This is an optimization exercise on Yosys and OpenROAD, whose aim is a short achievable clock period and few clock cycles, not a production implementation.
Only simulation tests tie the RTL to the original design; equivalence was not proved.
Power and IR drop assume default switching activity.

==> flow/design.v (excerpt) <==
module mips_pipe
(
  input  logic        clk,
  input  logic        rst_n,
  output logic [31:0] pc,
  input  logic [31:0] instr,
  output logic        memwrite,
  output logic [31:0] memaddr,
  output logic [31:0] memwritedata,
  input  logic [31:0] memreaddata
);
For scale: ~6300 cells after synthesis, roughly 75000 sq um of cells after synthesis.
==> flow/config.mk <==
export PLATFORM = sky130hd
export DESIGN_NAME = mips_pipe
export DESIGN_NICKNAME = mips_pipe
export VERILOG_FILES = /design/flow/design.v
export SDC_FILE = /design/flow/constraint.sdc
export NUM_CORES = 4
export LEC_CHECK = 0
export CAP_MARGIN = 20
export CORE_MARGIN = 2
export CORE_UTILIZATION = 50
export CTS_CLUSTER_DIAMETER = 100
export CTS_CLUSTER_SIZE = 20
export SETUP_SLACK_MARGIN = 5
export SLEW_MARGIN = 20
export SYNTH_HIERARCHICAL = 1
export TNS_END_PERCENT = 100
==> flow/constraint.sdc <==
create_clock -name core_clock -period 8.0 [get_ports {clk}]
set_input_delay 1.6000 -clock core_clock [delete_from_list [all_inputs] [get_ports {clk}]]
set_output_delay 1.6000 -clock core_clock [all_outputs]
set_load 0.01 [all_outputs]
standard.sh (not shown) runs the stock make flow with config.mk's settings and CLKGATE_MAP_FILE= SYNTH_SCRIPT=/design/flow/synth_recipe.tcl, a recipe that flattens the netlist after the stock synthesis.
==> flow/flow/run.sh <==
#!/bin/bash
# The standard layout, except that the port buffers are a plain
# buffer cell (buffer_ports otherwise may pick a delay cell, which the
# resizer then keeps). Synthesis is the standard one, run on its own first.
set -euo pipefail
bash standard.sh synth > synth.log 2>&1
bash standard.sh "BUFFER_PORTS_ARGS=-buffer_cell sky130_fd_sc_hd__buf_4" finish > layout.log 2>&1
The baseline went through all stages and came out clean.
Testbench counts at the start, summed over its fixed seeds: cycles 31,930.
==> next run, changes <==
--- a/flow/design.v
+++ b/flow/design.v
@@ -492,23 +492,23 @@
   begin
     m_res   <= res;
     m_sdata <= bv;
     m_dst   <= e_dst;
   end
   logic [31:0] m_addr;
   always_ff @(posedge clk)
   begin
     if (!rst_n)
       m_addr <= '0;
     else
-      m_addr <= sum_add;
+      m_addr <= res;
   end
   assign memaddr      = m_addr;
   assign memwritedata = m_sdata;
   always_ff @(posedge clk)
   begin
     if (!rst_n)
       w_regwrite <= 1'b0;
     else
       w_regwrite <= m_regwrite;
   end
   always_ff @(posedge clk)
=>
- The new run completed without violations
- global-route usage is higher by 0.41 points
- synthesized area is about the same
- hold slack barely changes
- power hardly moves
- setup slack gets better by 4.5 ps
- sequential cell count does not change
- design area is higher by 1.1%
- wire length is higher by 0.78%
- first-iteration DRC count is higher by 4.5%
- die area stays flat
- final cell count is higher by 1.1%
- count of clock-buffer cells in the layout is lower by 1
Testbench counts after the change, summed over its fixed seeds: cycles 31,930.

--- another note on this design; it stands on its own ---

middle:
Design mips_pipe, start of the top module:
module mips_pipe
(
  input  logic        clk,
  input  logic        rst_n,
  output logic [31:0] pc,
  input  logic [31:0] instr,
  output logic        memwrite,
  output logic [31:0] memaddr,
  output logic [31:0] memwritedata,
  input  logic [31:0] memreaddata
);
For scale: about 6300 cells after synthesis, ~160 I/O pins.
clock: 8.0 ns
lec_check: 0
cap_margin: 20
core_margin: 2
core_utilization: 55
cts_cluster_diameter: 100
cts_cluster_size: 20
setup_slack_margin: 5
slew_margin: 20
synth_hierarchical: 1
tns_end_percent: 100
standard.sh (not shown) runs the stock make flow with config.mk's settings and CLKGATE_MAP_FILE= SYNTH_SCRIPT=/design/flow/synth_recipe.tcl, a recipe that flattens the netlist after the stock synthesis.
==> flow/flow/run.sh <==
#!/bin/bash
# The standard layout, except that the port buffers are a plain
# buffer cell (buffer_ports otherwise may pick a delay cell, which the
# resizer then keeps). Synthesis is the standard one, run on its own first.
set -euo pipefail
bash standard.sh synth > synth.log 2>&1
bash standard.sh "BUFFER_PORTS_ARGS=-buffer_cell sky130_fd_sc_hd__buf_4" finish > layout.log 2>&1
Testbench counts of middle, summed over its fixed seeds: cycles 31,930.
Changes in north relative to middle:
- swapping 55 for 50 in CORE_UTILIZATION
==> flow/flow/run.sh <==
#!/bin/bash
# The standard layout, except that
# * the port buffers are a plain buffer cell (buffer_ports otherwise may
#   pick a delay cell, which the resizer then keeps), and
set -euo pipefail
bash standard.sh synth > synth.log 2>&1
bash standard.sh "BUFFER_PORTS_ARGS=-buffer_cell sky130_fd_sc_hd__buf_4" \
  SETUP_SLACK_MARGIN=5.6 TNS_END_PERCENT=30 finish > layout.log 2>&1
Notes after the runs:
- Of north and middle, the run reporting the lower utilization after layout was north.
- Compared to middle, north has share of power burned in the clock network 1.2 points lower.
- Of north and middle, north shows the lower clock tree cell share of total cell area, with middle above it.
- In north, number of diodes added for antenna fixing is higher than in middle.

separate check: timing with driven ports:
In the flow no input, the clock included, has a driving cell. The finished layouts below were timed again as built, in two steps.
Step 1, drivers: a clkbuf_16 drives clk and a buf_2 each remaining input, both assumed.
Step 2 also shifts input and output timing later by t, the mid clock arrival at the registers, as if the neighbouring blocks saw the same clock.
Slacks: ideal ports / drivers / drivers and shift; pairs: ideal ports / drivers.
run	t, ns	setup slack, ns	worst slew at a driven data input, ns
the first run of note 1	0.842	4.849 / 4.849 / 4.240	0.10
the second run of note 1	0.821	4.853 / 4.853 / 4.174	0.14
middle	0.834	4.864 / 4.864 / 4.189	0.13
north	0.843	4.870 / 4.870 / 4.134	0.19
After both steps every run listed still meets setup and hold. The setup slack of north, which loses most, moves by 0.000 ns with the drivers and by -0.736 ns with both steps.
